This design comes from an exercise in tuning for small area, a short achievable clock period and few clock cycles on the open sky130 flow, not from production work. Only simulation tests tie the RTL to the original design; equivalence was not proved.

job 4559:
## gcn_top
module gcn_top (
    input  logic                                      clk,
    input  logic                                      rst_n,
    input  logic                                      start,
    input  logic [6-1:0][3-1:0]    edge_src,
    input  logic [6-1:0][3-1:0]    edge_dst,
    input  logic [6-1:0][5-1:0]    feat_col,
    input  logic [3-1:0][5-1:0]  weight_row,
    output logic                                      feat_re,
    output logic [4-1:0]                    feat_addr,
    output logic [6-1:0][2-1:0]   y,
    output logic                                      done
);
==> flow/config.mk <==
export PLATFORM = sky130hd
export DESIGN_NAME = gcn_top
export DESIGN_NICKNAME = gcn_top
export VERILOG_FILES = /design/flow/design.v
export SDC_FILE = /design/flow/constraint.sdc
export NUM_CORES = 4
export LEC_CHECK = 0
export ABC_CLOCK_PERIOD_IN_PS = 3000
export CAP_MARGIN = 20
export CORE_MARGIN = 2
export CORE_UTILIZATION = 65
export CTS_BUF_LIST = sky130_fd_sc_hd__clkbuf_8
export CTS_CLUSTER_DIAMETER = 60
export CTS_CLUSTER_SIZE = 16
export PLACE_DENSITY = 0.8
export SETUP_SLACK_MARGIN = 4.3
export SLEW_MARGIN = 20
export SYNTH_HIERARCHICAL = 1
==> flow/constraint.sdc <==
create_clock -name core_clock -period 7.5 [get_ports {clk}]
set_input_delay 1.5000 -clock core_clock [delete_from_list [all_inputs] [get_ports {clk}]]
set_output_delay 1.5000 -clock core_clock [all_outputs]
set_load 0.01 [all_outputs]
run.sh (not shown) runs the stock make flow with config.mk's settings and CLKGATE_MAP_FILE= SYNTH_SCRIPT=/design/flow/synth_recipe.tcl, a recipe that flattens the netlist after the stock synthesis.
Testbench counts of job 4559, summed over its fixed seeds: cycles 8,064.
The following lists how job 1130 was set up differently from job 4559:
Settings: PLACE_DENSITY changed from 0.8 to 0.75; CORE_UTILIZATION changed from 65 to 55.
Findings:
Job 1130 finished every stage and its layout cleared the timing, design-rule and antenna checks.
In the final design statistics, job 1130 uses more standard cells in total than job 4559.
Summary of the comparison: total of clock buffers placed in the layout is higher in job 1130, relative to job 4559.
Status: global-route wire length before repair parity (job 4559, job 1130)
Job 1130 vs job 4559, area growth from synthesis to layout went up by 0.83 points.
Any difference in final critical-path required period between job 4559 and job 1130 is small enough to ignore.
Job 1130 vs. job 4559: maximum fanout count along the critical path now smaller; final routed wirelength across all metal layers shrank by 750 um; overall track demand over capacity in global routing saw a decrease; area enclosed by the die boundary picked up an extra about 18%; via count saw a decrease.
The inputs of job 4334 differ from those of job 1130 as listed below.
Settings: ABC_CLOCK_PERIOD_IN_PS: 3000 -> 5000.
[summary]
Job 4334 -> job 1130: time the final worst path needs with I/O delays and setup delta 0, exact match. From job 4334 to job 1130, non-clock inverter total of the final layout did not move at all. Job 1130 -> job 4334: met3 track demand over resource flat. Taking job 1130 as the reference, in job 4334 area growth from synthesis to layout ~0 delta; number of non-clock buffers ~0 delta.
Changes in job 2200 relative to job 4334:
Settings: CORE_UTILIZATION now 40, was 55; SETUP_SLACK_MARGIN now 4.5, was 4.3; ABC_CLOCK_PERIOD_IN_PS now 3000, was 5000.
Diff job 4334 -> job 2200: final setup slack of the worst path went up; aggregate global-route resource usage went down; clock skew after layout went up. Compared job 4334 against job 2200; clock-pin slew of the registers on the worst-case setup and hold paths within noise. Job 4334 ended up with feat_addr[0] as its termination of the worst setup path; job 2200 ended up with i_xfm.g_node[2].g_cls[1].u_mac.pend[2].
What job 3088 does differently from job 2200 at the input level:
Settings: changing SETUP_SLACK_MARGIN from 4.5 to 4.3.
## What came out
- Job 3088 ended up with reg2out as its startpoint-to-endpoint class of the critical path; job 2200 ended up with reg2reg.
- Diff job 2200 -> job 3088: first-iteration DRC count decreased by 7.5% relative to the old numbers; final critical path time including I/O delays and setup increased by 100 ps relative to the old numbers; first-pass GRT wire length decreased by 0.43% relative to the old numbers.
- Worst hold slack for job 3088 is higher than for job 2200.
Modified inputs, job 3284 compared to job 3088
Settings: a deleted ABC_CLOCK_PERIOD_IN_PS that had been 3000; a change of CORE_UTILIZATION from 40 to 55.
==> results.txt <==
Job 3284 ends up with a shortest period the worst path allows that is 12 ps higher than in job 3088. For number of resized instances in the post-cts repair step, dividing the value from job 3088 by the value from job 3284 gives 1.14.

* * *

Setup of epsilon:
gcn_top, a different RTL version from the one above (not shown whole).
For scale: about 100 I/O pins, roughly 0.043 sq mm of cells after synthesis.
make LEC_CHECK=0 ABC_CLOCK_PERIOD_IN_PS=3000 CAP_MARGIN=20 CORE_MARGIN=2 CORE_UTILIZATION=40 CTS_BUF_LIST=sky130_fd_sc_hd__clkbuf_8 CTS_CLUSTER_DIAMETER=60 CTS_CLUSTER_SIZE=16 PLACE_DENSITY=0.75 SETUP_SLACK_MARGIN=4.2 SLEW_MARGIN=20 SYNTH_HIERARCHICAL=1 finish   # period 7.5 ns
Testbench counts of epsilon, summed over its fixed seeds: cycles 8,064.
Relative to epsilon, the following input files were edited for alpha:
-- flow/config.mk --
<<< epsilon, line 15
export PLACE_DENSITY = 0.75
>>> alpha, line 15
--- outcome ---
Pin slew with the least headroom to its limit delta for alpha relative to epsilon: 0.034 ns higher. Post-layout utilization of the core in alpha is 0.36 points higher than in epsilon. Looking at alpha and epsilon, the sequential share of layout area is a wash. Diff epsilon..alpha | post-synthesis instance area | unchanged. Per the comparison of alpha with epsilon, final non-filler cell area now sits higher, worst hold slack decreased by 0.067 ns relative to the old numbers.

==> static timing again, ports no longer ideal <==
The flow's constraints put no driver on any port. The routed layouts listed below were extracted and timed again, unchanged, in two steps. Step 1 (the two cells are an assumption about what drives the block):
set clk [get_ports {clk}]
set_driving_cell -lib_cell sky130_fd_sc_hd__clkbuf_16 $clk
set_driving_cell -lib_cell sky130_fd_sc_hd__buf_2 [delete_from_list [all_inputs] $clk]
Step 2 times the ports against the registers' clock, not the clock port: input delays grow and output delays shrink by t, the midpoint of the rising clock arrivals with the driver on. a / b / c = ideal / step 1 / step 2; a / b = the first two.
| run | t (ns) | slack for setup (ns) | worst slew at a driven data input, ns |
|---|---|---|---|
| job 4559 | 0.744 | 4.383 / 4.320 / 3.779 | 0.13 |
| job 1130 | 0.755 | 4.381 / 4.317 / 3.815 | 0.14 |
| job 4334 | 0.755 | 4.381 / 4.317 / 3.815 | 0.14 |
| job 2200 | 0.824 | 4.493 / 4.493 / 3.788 | 0.10 |
| job 3088 | 0.817 | 4.393 / 4.325 / 3.787 | 0.10 |
| job 3284 | 0.755 | 4.381 / 4.317 / 3.815 | 0.14 |
| epsilon | 0.791 | 4.240 / 4.240 / 3.685 | 0.10 |
| alpha | 0.826 | 4.245 / 4.243 / 3.833 | 0.12 |
After both steps setup and hold are still met in every run listed. The setup slack of job 2200, which loses most, moves by 0.000 ns with the drivers and by -0.705 ns with both steps.
